This design comes from an exercise in tuning for small area, a short achievable clock period and few clock cycles on the open sky130 flow, not from production work.
Only simulation tests tie the RTL to the original design; equivalence was not proved.

==> tundra: inputs <==
// c_subset_lexer
module c_subset_lexer (
    input  logic        clk,
    input  logic        rst_n,
    input  logic        char_valid,
    output logic        char_stall,
    input  logic [7:0]  char_code,
    output logic        token_valid,
    input  logic        token_stall,
    output logic [4:0]  token_kind,
    output logic [23:0] token_start,
    output logic [15:0] token_length,
    output logic [23:0] line_number,
    output logic [30:0] token_value,
    output logic        last_of_run
);
    localparam logic [4:0] K_EOF = 5'd0, K_ERROR = 5'd1, K_IDENT = 5'd2, K_NUMBER = 5'd3,
                           K_LPAREN = 5'd4, K_RPAREN = 5'd5, K_LBRACE = 5'd6, K_RBRACE = 5'd7,
                           K_SEMI = 5'd8, K_COMMA = 5'd9, K_PLUS = 5'd10, K_MINUS = 5'd11,
                           K_STAR = 5'd12, K_SLASH = 5'd13, K_BANG = 5'd14, K_NE = 5'd15,
                           K_ASSIGN = 5'd16, K_EQ = 5'd17, K_LT = 5'd18, K_LE = 5'd19,
                           K_GT = 5'd20, K_GE = 5'd21;
    localparam logic [3:0] M_IDLE = 4'd0, M_WORD = 4'd1, M_NUM = 4'd2, M_NUMX = 4'd3,
                           M_SLASH = 4'd4, M_COMMENT = 4'd5,
                           M_BANG = 4'd8, M_ASSIGN = 4'd9, M_LT = 4'd10, M_GT = 4'd11;
    localparam logic [4:0] W_NONE = 5'd0, W_I = 5'd1, W_IN = 5'd2, W_E = 5'd3, W_EL = 5'd4,
                           W_ELS = 5'd5, W_W = 5'd6, W_WH = 5'd7, W_WHI = 5'd8, W_WHIL = 5'd9,
                           W_R = 5'd10, W_RE = 5'd11, W_RET = 5'd12, W_RETU = 5'd13,
                           W_RETUR = 5'd14, W_IF = 5'd22, W_ELSE = 5'd23, W_INT = 5'd24,
                           W_WHILE = 5'd25, W_RETURN = 5'd26;
    localparam logic [30:0] VALUE_LIMIT = 31'h7FFF_FFFF;
    logic        va, vb;           
    logic [7:0]  ca, cb;           
    logic [3:0]  mode;
    logic        eof_pend;         
  ...
export LEC_CHECK = 0
export ABC_CLOCK_PERIOD_IN_PS = 3000
export CAP_MARGIN = 20
export CORE_MARGIN = 2
export CORE_UTILIZATION = 40
export SETUP_SLACK_MARGIN = 3.5
export SLEW_MARGIN = 20
create_clock -name core_clock -period 6.5 [get_ports {clk}]
run.sh (not shown) runs the stock make flow with config.mk's settings and CLKGATE_MAP_FILE= SYNTH_SCRIPT=/design/flow/synth_recipe.tcl, a recipe that flattens the netlist after the stock synthesis.
==> inputs of pepper, as changes to tundra <==
--- a/flow/design.v
+++ b/flow/design.v
@@ -43,10 +43,11 @@
     logic        hlast;
     logic        hvm;              
     logic [23:0] hs;               
     logic        sv;               
     logic [7:0]  sb;               
+    logic        sblk;             
     function automatic logic is_letter(input logic [7:0] c);
         is_letter = ((c >= "A") && (c <= "Z")) || ((c >= "a") && (c <= "z"));
     endfunction
     function automatic logic is_digit(input logic [7:0] c);
         is_digit = (c >= "0") && (c <= "9");
@@ -93,24 +94,48 @@
             W_RETU:  if (c == "r") kw_step = W_RETUR;
             W_RETUR: if (c == "n") kw_step = W_RETURN;
             default: kw_step = W_NONE;
         endcase
     endfunction
-    logic c_letter, c_digit, c_us, c_nul, c_nl, c_ws, c_slash, c_eq, c_opch, c_imm;
-    assign c_letter = is_letter(ca);
-    assign c_digit  = is_digit(ca);
-    assign c_us     = (ca == "_");
-    assign c_nul    = (ca == 8'h00);
-    assign c_nl     = (ca == 8'h0A);
-    assign c_ws     = (ca == " ") || (ca == 8'h09) || (ca == 8'h0D);
-    assign c_slash  = (ca == "/");
-    assign c_eq     = (ca == "=");
-    assign c_opch   = (ca == "!") || c_eq || (ca == "<") || (ca == ">");
-    assign c_imm    = !(c_letter || c_digit || c_us || c_nl || c_ws || c_slash || c_opch);
+    localparam int CF_W = 9;
+    localparam int CF_WC = 0, CF_DG = 1, CF_US = 2, CF_NUL = 3, CF_NL = 4, CF_SL = 5,
+                   CF_EQ = 6, CF_OP = 7, CF_IM = 8;
+    function automatic logic [CF_W-1:0] classify(input logic [7:0] c);
+        logic ltr, dg, us, nl, ws, sl, eq, op;
+        ltr = is_letter(c);
+        dg  = is_digit(c);
+        us  = (c == "_");
+        nl  = (c == 8'h0A);
+        ws  = (c == " ") || (c == 8'h09) || (c == 8'h0D);
+        sl  = (c == "/");
+        eq  = (c == "=");
+        op  = (c == "!") || eq || (c == "<") || (c == ">");
+        classify = '0;
+        classify[CF_WC]  = ltr || dg || us;
+        classify[CF_DG]  = dg;
+        classify[CF_US]  = us;
+        classify[CF_NUL] = (c == 8'h00);
+        classify[CF_NL]  = nl;
+        classify[CF_SL]  = sl;
+        classify[CF_EQ]  = eq;
+        classify[CF_OP]  = op;
+        classify[CF_IM]  = !(ltr || dg || us || nl || ws || sl || op);
+    endfunction
+    logic [CF_W-1:0] cf;           
+    logic c_letter, c_digit, c_us, c_nul, c_nl, c_slash, c_eq, c_opch, c_imm;
+    assign c_letter = cf[CF_WC] && !cf[CF_DG] && !cf[CF_US];
+    assign c_digit  = cf[CF_DG];
+    assign c_us     = cf[CF_US];
+    assign c_nul    = cf[CF_NUL];
+    assign c_nl     = cf[CF_NL];
+    assign c_slash  = cf[CF_SL];
+    assign c_eq     = cf[CF_EQ];
+    assign c_opch   = cf[CF_OP];
+    assign c_imm    = cf[CF_IM];
     logic pop, accept, fire, adv, sblock;
     assign pop        = hv && !token_stall;
-    assign sblock     = sv && ((sb == 8'h00) || (imm_kind(sb) == K_ERROR));
+    assign sblock     = sv && sblk;
     assign fire       = va && !(hv && token_stall) && !sblock;
     assign adv        = fire && !(((mode == M_NUM) || (mode == M_NUMX)) && c_us);
     assign char_stall = vb;
     assign accept     = char_valid && !vb;
     logic        run_idle;         
@@ -133,22 +158,22 @@
         num_cont  = 1'b0;
         num_acc   = 1'b0;
         case (mode)
             M_WORD:
             begin
-                if (c_letter || c_digit || c_us) begin
+                if (cf[CF_WC]) begin
                     word_cont = 1'b1;
                 end
                 else begin
                     pend_tok  = 1'b1;
                     pend_kind = acc[4] ? acc[4:0] : K_IDENT;
                     run_idle  = 1'b1;
                 end
             end
             M_NUM, M_NUMX:
             begin
-                if (c_letter || c_digit) begin
+                if (cf[CF_WC] && !c_us) begin
                     num_cont = 1'b1;
                     num_acc  = c_digit && (mode == M_NUM);
                 end
                 else begin
                     pend_tok  = 1'b1;
@@ -185,21 +210,18 @@
             default:
             begin
                 run_idle = 1'b1;
             end
         endcase
-        st_word   = run_idle && (c_letter || c_us);
+        st_word   = run_idle && cf[CF_WC] && !c_digit;
         st_num    = run_idle && c_digit;
         imm_tok   = run_idle && c_imm;
         mode_idle = M_IDLE;
-        if (c_letter || c_us)  mode_idle = M_WORD;
-        else if (c_digit)      mode_idle = M_NUM;
-        else if (c_slash)      mode_idle = M_SLASH;
-        else if (ca == "!")    mode_idle = M_BANG;
-        else if (c_eq)         mode_idle = M_ASSIGN;
-        else if (ca == "<")    mode_idle = M_LT;
-        else if (ca == ">")    mode_idle = M_GT;
+        if (cf[CF_WC] && !c_digit) mode_idle = M_WORD;
+        else if (c_digit)          mode_idle = M_NUM;
+        else if (c_slash)          mode_idle = M_SLASH;
+        else if (c_opch)           mode_idle = !ca[4] ? M_BANG : c_eq ? M_ASSIGN : ca[1] ? M_GT : M_LT;
     end
     logic [3:0]  mode_next;
     always_comb
     begin
         if (word_cont || num_cont) begin
@@ -279,13 +301,15 @@
     end
     always_ff @(posedge clk)
     begin
         if (adv ? !vb : !va) begin
             ca <= char_code;
+            cf <= classify(char_code);
         end
         else if (adv) begin
             ca <= cb;
+            cf <= classify(cb);
         end
         if (!adv && va && !vb) begin
             cb <= char_code;
         end
         if (adv) begin
@@ -335,11 +359,12 @@
         end
         else if (imm_head || (fire && (st_word || st_num))) begin
             hs <= pos_cur;
         end
         if (to_spare) begin
-            sb <= ca;
+            sb   <= ca;
+            sblk <= (imm_kind(ca) == K_EOF) || (imm_kind(ca) == K_ERROR);
         end
     end
     assign token_valid  = hv;
     assign token_kind   = hkind;
     assign token_start  = hs;
- ABC_CLOCK_PERIOD_IN_PS: 3000 -> unset
- CORE_MARGIN: 2 -> 4
- TNS_END_PERCENT: unset -> 5
==> inputs of cedar, as changes to tundra <==
--- a/flow/design.v
+++ b/flow/design.v
@@ -43,10 +43,11 @@
     logic        hlast;
     logic        hvm;              
     logic [23:0] hs;               
     logic        sv;               
     logic [7:0]  sb;               
+    logic        sblk;             
     function automatic logic is_letter(input logic [7:0] c);
         is_letter = ((c >= "A") && (c <= "Z")) || ((c >= "a") && (c <= "z"));
     endfunction
     function automatic logic is_digit(input logic [7:0] c);
         is_digit = (c >= "0") && (c <= "9");
@@ -93,24 +94,48 @@
             W_RETU:  if (c == "r") kw_step = W_RETUR;
             W_RETUR: if (c == "n") kw_step = W_RETURN;
             default: kw_step = W_NONE;
         endcase
     endfunction
-    logic c_letter, c_digit, c_us, c_nul, c_nl, c_ws, c_slash, c_eq, c_opch, c_imm;
-    assign c_letter = is_letter(ca);
-    assign c_digit  = is_digit(ca);
-    assign c_us     = (ca == "_");
-    assign c_nul    = (ca == 8'h00);
-    assign c_nl     = (ca == 8'h0A);
-    assign c_ws     = (ca == " ") || (ca == 8'h09) || (ca == 8'h0D);
-    assign c_slash  = (ca == "/");
-    assign c_eq     = (ca == "=");
-    assign c_opch   = (ca == "!") || c_eq || (ca == "<") || (ca == ">");
-    assign c_imm    = !(c_letter || c_digit || c_us || c_nl || c_ws || c_slash || c_opch);
+    localparam int CF_W = 9;
+    localparam int CF_WC = 0, CF_DG = 1, CF_US = 2, CF_NUL = 3, CF_NL = 4, CF_SL = 5,
+                   CF_EQ = 6, CF_OP = 7, CF_IM = 8;
+    function automatic logic [CF_W-1:0] classify(input logic [7:0] c);
+        logic ltr, dg, us, nl, ws, sl, eq, op;
+        ltr = is_letter(c);
+        dg  = is_digit(c);
+        us  = (c == "_");
+        nl  = (c == 8'h0A);
+        ws  = (c == " ") || (c == 8'h09) || (c == 8'h0D);
+        sl  = (c == "/");
+        eq  = (c == "=");
+        op  = (c == "!") || eq || (c == "<") || (c == ">");
+        classify = '0;
+        classify[CF_WC]  = ltr || dg || us;
+        classify[CF_DG]  = dg;
+        classify[CF_US]  = us;
+        classify[CF_NUL] = (c == 8'h00);
+        classify[CF_NL]  = nl;
+        classify[CF_SL]  = sl;
+        classify[CF_EQ]  = eq;
+        classify[CF_OP]  = op;
+        classify[CF_IM]  = !(ltr || dg || us || nl || ws || sl || op);
+    endfunction
+    logic [CF_W-1:0] cf;           
+    logic c_letter, c_digit, c_us, c_nul, c_nl, c_slash, c_eq, c_opch, c_imm;
+    assign c_letter = cf[CF_WC] && !cf[CF_DG] && !cf[CF_US];
+    assign c_digit  = cf[CF_DG];
+    assign c_us     = cf[CF_US];
+    assign c_nul    = cf[CF_NUL];
+    assign c_nl     = cf[CF_NL];
+    assign c_slash  = cf[CF_SL];
+    assign c_eq     = cf[CF_EQ];
+    assign c_opch   = cf[CF_OP];
+    assign c_imm    = cf[CF_IM];
     logic pop, accept, fire, adv, sblock;
     assign pop        = hv && !token_stall;
-    assign sblock     = sv && ((sb == 8'h00) || (imm_kind(sb) == K_ERROR));
+    assign sblock     = sv && sblk;
     assign fire       = va && !(hv && token_stall) && !sblock;
     assign adv        = fire && !(((mode == M_NUM) || (mode == M_NUMX)) && c_us);
     assign char_stall = vb;
     assign accept     = char_valid && !vb;
     logic        run_idle;         
@@ -133,22 +158,22 @@
         num_cont  = 1'b0;
         num_acc   = 1'b0;
         case (mode)
             M_WORD:
             begin
-                if (c_letter || c_digit || c_us) begin
+                if (cf[CF_WC]) begin
                     word_cont = 1'b1;
                 end
                 else begin
                     pend_tok  = 1'b1;
                     pend_kind = acc[4] ? acc[4:0] : K_IDENT;
                     run_idle  = 1'b1;
                 end
             end
             M_NUM, M_NUMX:
             begin
-                if (c_letter || c_digit) begin
+                if (cf[CF_WC] && !c_us) begin
                     num_cont = 1'b1;
                     num_acc  = c_digit && (mode == M_NUM);
                 end
                 else begin
                     pend_tok  = 1'b1;
@@ -185,21 +210,18 @@
             default:
             begin
                 run_idle = 1'b1;
             end
         endcase
-        st_word   = run_idle && (c_letter || c_us);
+        st_word   = run_idle && cf[CF_WC] && !c_digit;
         st_num    = run_idle && c_digit;
         imm_tok   = run_idle && c_imm;
         mode_idle = M_IDLE;
-        if (c_letter || c_us)  mode_idle = M_WORD;
-        else if (c_digit)      mode_idle = M_NUM;
-        else if (c_slash)      mode_idle = M_SLASH;
-        else if (ca == "!")    mode_idle = M_BANG;
-        else if (c_eq)         mode_idle = M_ASSIGN;
-        else if (ca == "<")    mode_idle = M_LT;
-        else if (ca == ">")    mode_idle = M_GT;
+        if (cf[CF_WC] && !c_digit) mode_idle = M_WORD;
+        else if (c_digit)          mode_idle = M_NUM;
+        else if (c_slash)          mode_idle = M_SLASH;
+        else if (c_opch)           mode_idle = !ca[4] ? M_BANG : c_eq ? M_ASSIGN : ca[1] ? M_GT : M_LT;
     end
     logic [3:0]  mode_next;
     always_comb
     begin
         if (word_cont || num_cont) begin
@@ -279,13 +301,15 @@
     end
     always_ff @(posedge clk)
     begin
         if (adv ? !vb : !va) begin
             ca <= char_code;
+            cf <= classify(char_code);
         end
         else if (adv) begin
             ca <= cb;
+            cf <= classify(cb);
         end
         if (!adv && va && !vb) begin
             cb <= char_code;
         end
         if (adv) begin
@@ -335,11 +359,12 @@
         end
         else if (imm_head || (fire && (st_word || st_num))) begin
             hs <= pos_cur;
         end
         if (to_spare) begin
-            sb <= ca;
+            sb   <= ca;
+            sblk <= (imm_kind(ca) == K_EOF) || (imm_kind(ca) == K_ERROR);
         end
     end
     assign token_valid  = hv;
     assign token_kind   = hkind;
     assign token_start  = hs;
==> flow/flow/run.sh (new file) <==
#!/bin/bash
# Layout flow: the standard synthesis unchanged, then the standard ORFS layout with
# plain buffers (not delay cells) on the ports and for timing repair.
set -euo pipefail
bash standard.sh synth > synth.log 2>&1
export BUFFER_PORTS_ARGS="-buffer_cell sky130_fd_sc_hd__buf_2"
export DONT_USE_CELLS="sky130_fd_sc_hd__clkdlybuf4s15_1 sky130_fd_sc_hd__clkdlybuf4s15_2 sky130_fd_sc_hd__clkdlybuf4s18_1 sky130_fd_sc_hd__clkdlybuf4s18_2 sky130_fd_sc_hd__clkdlybuf4s25_1 sky130_fd_sc_hd__clkdlybuf4s25_2 sky130_fd_sc_hd__clkdlybuf4s50_1 sky130_fd_sc_hd__clkdlybuf4s50_2 sky130_fd_sc_hd__dlygate4sd1_1 sky130_fd_sc_hd__dlygate4sd2_1 sky130_fd_sc_hd__dlygate4sd3_1 sky130_fd_sc_hd__dlymetal6s2s_1 sky130_fd_sc_hd__dlymetal6s4s_1 sky130_fd_sc_hd__dlymetal6s6s_1"
bash standard.sh > layout.log 2>&1
==> flow/standard.sh (new file) <==
#!/bin/bash
# synth_recipe.tcl (not shown) runs the flow's synth.tcl, then flattens the netlist and writes it again
# the make line also repeats each setting of config.mk as NAME=value (left out here)
make -C /OpenROAD-flow-scripts/flow DESIGN_CONFIG=/design/flow/config.mk WORK_HOME=/design/flow/orfs CLKGATE_MAP_FILE= SYNTH_SCRIPT=/design/flow/synth_recipe.tcl "${@:-finish}"
- ABC_CLOCK_PERIOD_IN_PS: 3000 -> unset
- CORE_MARGIN: 2 -> 4
- TNS_END_PERCENT: unset -> 5
removed: flow/run.sh
==> impl_metrics.sql <==
INSERT INTO impl_metrics (metric_group, metric, value, unit) VALUES
('outcome', 'run_status', 'timing/DRC/antenna clean', ''),
('logic_synthesis', 'yosys-mux-area-fraction', '4.435', '%'),
('logic_synthesis', 'synth_top_area_share', '35.31', '%'),
('cells_and_area', 'inverters', '23', ''),
('clock_network', 'clock_net_sink_count', '171', ''),
('routing', 'via_count', '9662', ''),
('cells_and_area', 'stdcell_area', '14190', 'um^2'),
('setup_path', 'critical_path.cell_chain', 'buf_4 -> buf_4 -> and2_1 -> clkdlybuf4s50_1', ''),
('routing', 'dr.pass1.iters', '8', '');
(the above is from pepper)
==> impl_metrics.sql <==
INSERT INTO impl_metrics (metric_group, metric, value, unit) VALUES
('clock_network', 'clock_net_sink_count', '161', ''),
('setup_path', 'critical_path.cell_chain', 'buf_12 -> or4_4 -> a21oi_4 -> o21ai_4 -> o41a_4 -> buf_6 -> buf_6 -> nor3_4 -> buf_4 -> o211ai_1 -> o221ai_1 -> a21oi_1', ''),
('outcome', 'run_status', 'timing/DRC/antenna clean', ''),
('logic_synthesis', 'yosys-mux-area-fraction', '4.119', '%'),
('routing', 'dr.pass1.iters', '16', ''),
('cells_and_area', 'stdcell_area', '14610', 'um^2'),
('logic_synthesis', 'synth_top_area_share', '34.55', '%');
(the above is from tundra)
==> impl_metrics.sql <==
INSERT INTO impl_metrics (metric_group, metric, value, unit) VALUES
('cells_and_area', 'inverters', '23', ''),
('cells_and_area', 'stdcell_area', '13340', 'um^2'),
('setup_path', 'critical_path.cell_chain', 'inv_2 -> fa_2 -> inv_2 -> ha_4 -> a211oi_4 -> o21ai_2 -> a21oi_2 -> o31ai_4 -> a221o_1 -> o31ai_2 -> xnor2_1 -> a221o_1', ''),
('routing', 'via_count', '9564', ''),
('outcome', 'run_status', 'timing/DRC/antenna clean', ''),
('logic_synthesis', 'synth_top_area_share', '35.31', '%'),
('routing', 'dr.pass1.iters', '5', ''),
('clock_network', 'clock_net_sink_count', '171', '');
(the above is from cedar)
Testbench counts of tundra, summed over its fixed seeds: cycles 24,152.
Testbench counts of pepper, summed over its fixed seeds: cycles 24,152.
Testbench counts of cedar, summed over its fixed seeds: cycles 24,152.

-- port drivers added, routing unchanged --
The flow's constraints put no driver on any port. The routed layouts listed below were extracted and timed again, unchanged, in two steps. Step 1: set_driving_cell puts a clkbuf_16 on clk and a buf_2 on each other input, an assumption about the parent block. Step 2 times the ports against the registers' clock, not the clock port: input delays grow and output delays shrink by t, the midpoint of the rising clock arrivals with the driver on. Three values: ideal ports, drivers, drivers and shift; two values: the first two.
run | t (ns) | setup slack, ns | worst data-port slew with drivers (ns) | cell pins on the clock port's net
tundra | 0.475 | 3.232 / 3.232 / 3.181 | 0.07 | 1
pepper | 0.481 | 3.354 / 3.306 / 3.078 | 0.05 | 1
cedar | 0.467 | 3.314 / 3.314 / 2.891 | 0.05 | 1
After both steps setup and hold are still met in every run listed. The setup slack of cedar, which loses most, moves by 0.000 ns with the drivers and by -0.423 ns with both steps.
